Background: an optimization exercise with open tools, aiming at small area and a short achievable clock period. Do not read the settings as production practice.
RTL that was checked went through simulation tests only; none was proved equivalent to the original.

==> run a <==
// avst_to_avmm_fifo
module avst_to_avmm_fifo #(
    parameter int DATA_W = 32,
    parameter int DEPTH  = 64,
    parameter int LVL_W  = $clog2(DEPTH) + 1
) (
    input  logic              clock,
    input  logic              reset_n,
    input  logic [DATA_W-1:0] sink_data,
    input  logic              sink_valid,
    output logic              sink_ready,
    input  logic [1:0]        mm_address,
    input  logic              mm_read,
    input  logic              mm_write,
    input  logic [31:0]       mm_writedata,
    output logic [DATA_W-1:0] mm_readdata,
    output logic              mm_waitrequest,
    output logic              irq
);
    logic [DATA_W-1:0] head_data;
    logic [LVL_W-1:0]  level;
    logic              empty;
    logic              full;
    logic [LVL_W-1:0]  thresh_q, thresh_d;
    logic              irq_en_q, irq_en_d;
    logic              irq_pend_q, irq_pend_d;
    logic              blocked_q;
    logic              rd_data;
    logic              wr_thresh;
    logic              wr_ctrl;
    logic              flush;
    logic              push;
    logic              pop;
    logic              full_d;
    always_comb begin
        rd_data        = mm_read && (mm_address == avst_fifo_pkg::REG_DATA);
  ...
==> module sc_fifo_core, before the edit <==
module sc_fifo_core #(
    parameter int DATA_W = 32,
    parameter int DEPTH  = 64,
    parameter int LVL_W  = $clog2(DEPTH) + 1
) (
    input  logic              clock,
    input  logic              reset_n,
    input  logic              push_i,
    input  logic              pop_i,
    input  logic              flush_i,
    input  logic [DATA_W-1:0] wdata_i,
    output logic [DATA_W-1:0] head_o,
    output logic [LVL_W-1:0]  level_o,
    output logic              empty_o,
    output logic              full_o
);
    localparam int LO = 9;
    localparam int HI = 7;
    localparam int MW = LO * HI;             
    logic [DATA_W-1:0] mem [MW];
    logic [DATA_W-1:0] head_q;
    logic [LO-1:0]     wr_lo_q, rd_lo_q;
    logic [HI-1:0]     wr_hi_q, rd_hi_q;
    logic [LVL_W-1:0]  level_q, level_d;
    logic              empty_q;              
    logic              one_q;                
    logic              more_q;               
    logic              mem_wr;
    logic              mem_rd;
    logic              head_ld;
    logic [DATA_W-1:0] mem_head;
    assign mem_wr  = push_i && !empty_q && !(one_q && pop_i);
    assign mem_rd  = pop_i && more_q;
    assign head_ld = pop_i || empty_q;
    always_comb begin
        level_d = level_q;
        if (flush_i) begin
            level_d = '0;
        end else begin
            case ({push_i, pop_i})
                2'b10:   level_d = level_q + LVL_W'(1);
                2'b01:   level_d = level_q - LVL_W'(1);
                default: level_d = level_q;
            endcase
        end
    end
    always_ff @(posedge clock or negedge reset_n) begin
        if (!reset_n) begin
            level_q <= '0;
            empty_q <= 1'b1;
            one_q   <= 1'b0;
            more_q  <= 1'b0;
            wr_lo_q <= LO'(1);
            wr_hi_q <= HI'(1);
            rd_lo_q <= LO'(1);
            rd_hi_q <= HI'(1);
        end else begin
            level_q <= level_d;
            empty_q <= (level_d == LVL_W'(0));
            one_q   <= (level_d == LVL_W'(1));
            more_q  <= (level_d >  LVL_W'(1));
            if (flush_i) begin
                wr_lo_q <= LO'(1);
                wr_hi_q <= HI'(1);
                rd_lo_q <= LO'(1);
                rd_hi_q <= HI'(1);
            end else begin
                if (mem_wr) begin
                    wr_lo_q <= {wr_lo_q[LO-2:0], wr_lo_q[LO-1]};
                    if (wr_lo_q[LO-1]) wr_hi_q <= {wr_hi_q[HI-2:0], wr_hi_q[HI-1]};
                end
                if (mem_rd) begin
                    rd_lo_q <= {rd_lo_q[LO-2:0], rd_lo_q[LO-1]};
                    if (rd_lo_q[LO-1]) rd_hi_q <= {rd_hi_q[HI-2:0], rd_hi_q[HI-1]};
                end
            end
        end
    end
    always_comb begin
        mem_head = '0;
        for (int h = 0; h < HI; h++) begin
            for (int l = 0; l < LO; l++) begin
                mem_head = mem_head | ({DATA_W{rd_hi_q[h] & rd_lo_q[l]}} & mem[h*LO+l]);
            end
        end
    end
    genvar gh, gl;
    generate
        for (gh = 0; gh < HI; gh++) begin : g_hi
            for (gl = 0; gl < LO; gl++) begin : g_lo
                always_ff @(posedge clock) begin
                    if (mem_wr && wr_hi_q[gh] && wr_lo_q[gl]) begin
                        mem[gh*LO+gl] <= wdata_i;
                    end
                end
            end
        end
    endgenerate
    always_ff @(posedge clock) begin
        if (head_ld) begin
            head_q <= more_q ? mem_head : wdata_i;
        end
    end
    assign head_o  = head_q;
    assign level_o = level_q;
    assign empty_o = empty_q;
    assign full_o  = level_q[LVL_W-1];
endmodule
==> flow/config.mk <==
export PLATFORM = sky130hd
export DESIGN_NAME = avst_to_avmm_fifo
export DESIGN_NICKNAME = avst_to_avmm_fifo
export VERILOG_FILES = /design/flow/design.v
export SDC_FILE = /design/flow/constraint.sdc
export NUM_CORES = 4
export LEC_CHECK = 0
export CAP_MARGIN = 20
export CORE_MARGIN = 2
export CORE_UTILIZATION = 55
export PLACE_DENSITY = 0.65
export SETUP_SLACK_MARGIN = 2.2
export SLEW_MARGIN = 20
==> flow/constraint.sdc <==
create_clock -name core_clock -period 5.5 [get_ports {clock}]
set_input_delay 1.1000 -clock core_clock [delete_from_list [all_inputs] [get_ports {clock}]]
set_output_delay 1.1000 -clock core_clock [all_outputs]
set_load 0.01 [all_outputs]
run.sh (not shown) runs the stock make flow with config.mk's settings and CLKGATE_MAP_FILE= SYNTH_SCRIPT=/design/flow/synth_recipe.tcl, a recipe that flattens the netlist after the stock synthesis.
==> run b: changes against run a <==
--- a/flow/design.v
+++ b/flow/design.v
@@ -30,11 +30,9 @@
     output logic              full_o
 );
-    localparam int LO = 9;
-    localparam int HI = 7;
-    localparam int MW = LO * HI;             
+    localparam int MW = DEPTH - 1;           
+    localparam logic [5:0] PTR_INIT = 6'd1;
     logic [DATA_W-1:0] mem [MW];
     logic [DATA_W-1:0] head_q;
-    logic [LO-1:0]     wr_lo_q, rd_lo_q;
-    logic [HI-1:0]     wr_hi_q, rd_hi_q;
+    logic [5:0]        wr_ptr_q, rd_ptr_q;
     logic [LVL_W-1:0]  level_q, level_d;
     logic              empty_q;              
@@ -45,4 +43,13 @@
     logic              head_ld;
     logic [DATA_W-1:0] mem_head;
+    function automatic logic [5:0] lfsr_next(input logic [5:0] p);
+        lfsr_next = {p[4:0], p[5] ^ p[4]};
+    endfunction
+    function automatic logic [5:0] lfsr_state(input int k);
+        logic [5:0] p;
+        p = PTR_INIT;
+        for (int j = 0; j < k; j++) p = {p[4:0], p[5] ^ p[4]};
+        lfsr_state = p;
+    endfunction
     assign mem_wr  = push_i && !empty_q && !(one_q && pop_i);
     assign mem_rd  = pop_i && more_q;
@@ -62,31 +69,21 @@
     always_ff @(posedge clock or negedge reset_n) begin
         if (!reset_n) begin
-            level_q <= '0;
-            empty_q <= 1'b1;
-            one_q   <= 1'b0;
-            more_q  <= 1'b0;
-            wr_lo_q <= LO'(1);
-            wr_hi_q <= HI'(1);
-            rd_lo_q <= LO'(1);
-            rd_hi_q <= HI'(1);
+            level_q  <= '0;
+            empty_q  <= 1'b1;
+            one_q    <= 1'b0;
+            more_q   <= 1'b0;
+            wr_ptr_q <= PTR_INIT;
+            rd_ptr_q <= PTR_INIT;
         end else begin
-            level_q <= level_d;
-            empty_q <= (level_d == LVL_W'(0));
-            one_q   <= (level_d == LVL_W'(1));
-            more_q  <= (level_d >  LVL_W'(1));
+            level_q  <= level_d;
+            empty_q  <= (level_d == LVL_W'(0));
+            one_q    <= (level_d == LVL_W'(1));
+            more_q   <= (level_d >  LVL_W'(1));
             if (flush_i) begin
-                wr_lo_q <= LO'(1);
-                wr_hi_q <= HI'(1);
-                rd_lo_q <= LO'(1);
-                rd_hi_q <= HI'(1);
+                wr_ptr_q <= PTR_INIT;
+                rd_ptr_q <= PTR_INIT;
             end else begin
-                if (mem_wr) begin
-                    wr_lo_q <= {wr_lo_q[LO-2:0], wr_lo_q[LO-1]};
-                    if (wr_lo_q[LO-1]) wr_hi_q <= {wr_hi_q[HI-2:0], wr_hi_q[HI-1]};
-                end
-                if (mem_rd) begin
-                    rd_lo_q <= {rd_lo_q[LO-2:0], rd_lo_q[LO-1]};
-                    if (rd_lo_q[LO-1]) rd_hi_q <= {rd_hi_q[HI-2:0], rd_hi_q[HI-1]};
-                end
+                if (mem_wr) wr_ptr_q <= lfsr_next(wr_ptr_q);
+                if (mem_rd) rd_ptr_q <= lfsr_next(rd_ptr_q);
             end
         end
@@ -94,18 +91,14 @@
     always_comb begin
         mem_head = '0;
-        for (int h = 0; h < HI; h++) begin
-            for (int l = 0; l < LO; l++) begin
-                mem_head = mem_head | ({DATA_W{rd_hi_q[h] & rd_lo_q[l]}} & mem[h*LO+l]);
-            end
-        end
-    end
-    genvar gh, gl;
+        for (int k = 0; k < MW; k++) begin
+            mem_head = mem_head | ({DATA_W{rd_ptr_q == lfsr_state(k)}} & mem[k]);
+        end
+    end
+    genvar gk;
     generate
-        for (gh = 0; gh < HI; gh++) begin : g_hi
-            for (gl = 0; gl < LO; gl++) begin : g_lo
-                always_ff @(posedge clock) begin
-                    if (mem_wr && wr_hi_q[gh] && wr_lo_q[gl]) begin
-                        mem[gh*LO+gl] <= wdata_i;
-                    end
+        for (gk = 0; gk < MW; gk++) begin : g_word
+            always_ff @(posedge clock) begin
+                if (mem_wr && wr_ptr_q == lfsr_state(gk)) begin
+                    mem[gk] <= wdata_i;
                 end
             end
Settings changed: ABC_CLOCK_PERIOD_IN_PS set to 3000, CORE_UTILIZATION 55 to 40, PLACE_DENSITY 0.65 to 0.6, SETUP_SLACK_MARGIN 2.2 to 2.5.
==> run c: changes against run a <==
--- a/flow/design.v
+++ b/flow/design.v
@@ -34,7 +34,9 @@
     localparam int MW = LO * HI;             
     logic [DATA_W-1:0] mem [MW];
-    logic [DATA_W-1:0] head_q;
+    logic [DATA_W-1:0] head_n_q;             
     logic [LO-1:0]     wr_lo_q, rd_lo_q;
     logic [HI-1:0]     wr_hi_q, rd_hi_q;
+    logic [HI-1:0]     wr_row_q;             
+    logic [HI-1:0]     wr_hi_d;
     logic [LVL_W-1:0]  level_q, level_d;
     logic              empty_q;              
@@ -48,4 +50,7 @@
     assign mem_rd  = pop_i && more_q;
     assign head_ld = pop_i || empty_q;
+    logic [LVL_W-1:0] level_up, level_dn;
+    assign level_up = level_q + LVL_W'(1);
+    assign level_dn = level_q - LVL_W'(1);
     always_comb begin
         level_d = level_q;
@@ -54,7 +59,37 @@
         end else begin
             case ({push_i, pop_i})
-                2'b10:   level_d = level_q + LVL_W'(1);
-                2'b01:   level_d = level_q - LVL_W'(1);
+                2'b10:   level_d = level_up;
+                2'b01:   level_d = level_dn;
                 default: level_d = level_q;
+            endcase
+        end
+    end
+    logic empty_d, one_d, more_d;
+    logic two_now;
+    logic full_d;
+    assign full_d = !flush_i && !pop_i &&
+                    (level_q[LVL_W-1] || (push_i && level_q == LVL_W'(DEPTH - 1)));
+    assign two_now = (level_q == LVL_W'(2));
+    always_comb begin
+        empty_d = 1'b1;
+        one_d   = 1'b0;
+        more_d  = 1'b0;
+        if (!flush_i) begin
+            case ({push_i, pop_i})
+                2'b10: begin
+                    empty_d = 1'b0;
+                    one_d   = empty_q;
+                    more_d  = !empty_q;
+                end
+                2'b01: begin
+                    empty_d = one_q;
+                    one_d   = two_now;
+                    more_d  = more_q && !two_now;
+                end
+                default: begin
+                    empty_d = empty_q;
+                    one_d   = one_q;
+                    more_d  = more_q;
+                end
             endcase
         end
@@ -68,14 +103,16 @@
             wr_lo_q <= LO'(1);
             wr_hi_q <= HI'(1);
+            wr_row_q <= HI'(1);
             rd_lo_q <= LO'(1);
             rd_hi_q <= HI'(1);
         end else begin
+            wr_hi_q  <= wr_hi_d;
+            wr_row_q <= full_d ? '0 : wr_hi_d;
             level_q <= level_d;
-            empty_q <= (level_d == LVL_W'(0));
-            one_q   <= (level_d == LVL_W'(1));
-            more_q  <= (level_d >  LVL_W'(1));
+            empty_q <= empty_d;
+            one_q   <= one_d;
+            more_q  <= more_d;
             if (flush_i) begin
                 wr_lo_q <= LO'(1);
-                wr_hi_q <= HI'(1);
                 rd_lo_q <= LO'(1);
                 rd_hi_q <= HI'(1);
@@ -83,5 +120,4 @@
                 if (mem_wr) begin
                     wr_lo_q <= {wr_lo_q[LO-2:0], wr_lo_q[LO-1]};
-                    if (wr_lo_q[LO-1]) wr_hi_q <= {wr_hi_q[HI-2:0], wr_hi_q[HI-1]};
                 end
                 if (mem_rd) begin
@@ -90,4 +126,12 @@
                 end
             end
+        end
+    end
+    always_comb begin
+        wr_hi_d = wr_hi_q;
+        if (flush_i) begin
+            wr_hi_d = HI'(1);
+        end else if (mem_wr && wr_lo_q[LO-1]) begin
+            wr_hi_d = {wr_hi_q[HI-2:0], wr_hi_q[HI-1]};
         end
     end
@@ -105,5 +149,5 @@
             for (gl = 0; gl < LO; gl++) begin : g_lo
                 always_ff @(posedge clock) begin
-                    if (mem_wr && wr_hi_q[gh] && wr_lo_q[gl]) begin
+                    if (wr_row_q[gh] && wr_lo_q[gl]) begin
                         mem[gh*LO+gl] <= wdata_i;
                     end
@@ -114,8 +158,8 @@
     always_ff @(posedge clock) begin
         if (head_ld) begin
-            head_q <= more_q ? mem_head : wdata_i;
-        end
-    end
-    assign head_o  = head_q;
+            head_n_q <= ~(more_q ? mem_head : wdata_i);
+        end
+    end
+    assign head_o  = ~head_n_q;
     assign level_o = level_q;
     assign empty_o = empty_q;
==> flow/flow/run.sh (new file) <==
#!/bin/bash
# The standard layout, with every port placed in one row on the bottom edge
# (flow/io.tcl), the Avalon-MM ports next to each other in the middle, and the
# port buffers made from plain buffers instead of delay cells.
set -euo pipefail
bash standard.sh IO_CONSTRAINTS="$PWD/flow/io.tcl" \
  BUFFER_PORTS_ARGS="-buffer_cell sky130_fd_sc_hd__buf_4" > standard.log 2>&1
==> flow/flow/io.tcl (new file) <==
# Place every port on the bottom edge, in one row, the Avalon-MM and control
# ports in the middle next to each other.
set block [ord::get_db_block]
set die [$block getDieArea]
set dbu [$block getDbUnitsPerMicron]
set x0 [expr {double([$die xMin]) / $dbu}]
set x1 [expr {double([$die xMax]) / $dbu}]
set order {}
for {set i 31} {$i >= 7} {incr i -1} { lappend order "mm_writedata\[$i\]" }
for {set i 0} {$i < 32} {incr i} { lappend order "sink_data\[$i\]" }
lappend order clock reset_n sink_valid sink_ready mm_read {mm_address[0]} {mm_address[1]} mm_write
for {set i 0} {$i < 7} {incr i} { lappend order "mm_writedata\[$i\]" }
lappend order mm_waitrequest irq
for {set i 0} {$i < 32} {incr i} { lappend order "mm_readdata\[$i\]" }
set pitch 1.38
set n [llength $order]
set start [expr {($x0 + $x1) / 2.0 - $pitch * ($n - 1) / 2.0}]
set start [expr {0.23 + 0.46 * round(($start - 0.23) / 0.46)}]
set i 0
foreach p $order {
  place_pin -pin_name $p -layer met2 -location [list [expr {$start + $i * $pitch}] 0] -force_to_die_boundary
  incr i
}
==> flow/standard.sh (new file) <==
#!/bin/bash
# synth_recipe.tcl (not shown) runs the flow's synth.tcl, then flattens the netlist and writes it again
# the make line also repeats each setting of config.mk as NAME=value (left out here)
make -C /OpenROAD-flow-scripts/flow DESIGN_CONFIG=/design/flow/config.mk WORK_HOME=/design/flow/orfs CLKGATE_MAP_FILE= SYNTH_SCRIPT=/design/flow/synth_recipe.tcl "${@:-finish}"
Settings changed: CTS_CLUSTER_DIAMETER set to 80, CTS_CLUSTER_SIZE set to 30, SETUP_SLACK_MARGIN 2.2 to 2.6.
removed: flow/run.sh
==> notes <==
- Clock skew, lowest first: run a, run c, run b.
- Run c completed without violations. Run b completed with no timing, DRC or antenna violations. Run a finished with timing, DRC and antenna clean.
- Between run c and run b, the lower via count is in run c (gap about 7%, measured against run b).
- The highest routed wire length belongs to run b, the lowest to run a.
- Utilization: run c is lower than run a (2.5 points).
- Maximum frequency: run c is higher than run b (13%).
- In run c the die area is smaller than in run b, by about 26%.
- Hold slack: run c < run a < run b.
Only the layout flow was run in run a and run b; the RTL was not checked for function there.

[separate check: timing with driven ports]
The results above use ideal ports. As a check the final layouts listed here were re-extracted and re-timed, cells and wires unchanged. Step 1: set_driving_cell puts a clkbuf_16 on clock and a buf_2 on each other input, an assumption about the parent block. Step 2, shift: input delay + t, output delay - t, t = (earliest + latest rising clock arrival at the registers) / 2. This alone moves slack from input paths to output paths. a / b / c = ideal / step 1 / step 2; a / b = the first two.
run | t (ns) | slack for setup (ns) | pins driven straight from the clock port
run a | 0.917 | 1.919 / 1.919 / 1.409 | 1
run b | 0.951 | 2.087 / 2.087 / 1.542 | 1
run c | 0.812 | 2.492 / 2.354 / 1.831 | 1
After both steps every run listed still meets setup and hold. For run c, which loses most, drivers alone change the setup slack by -0.138 ns; drivers and shift together by -0.661 ns.
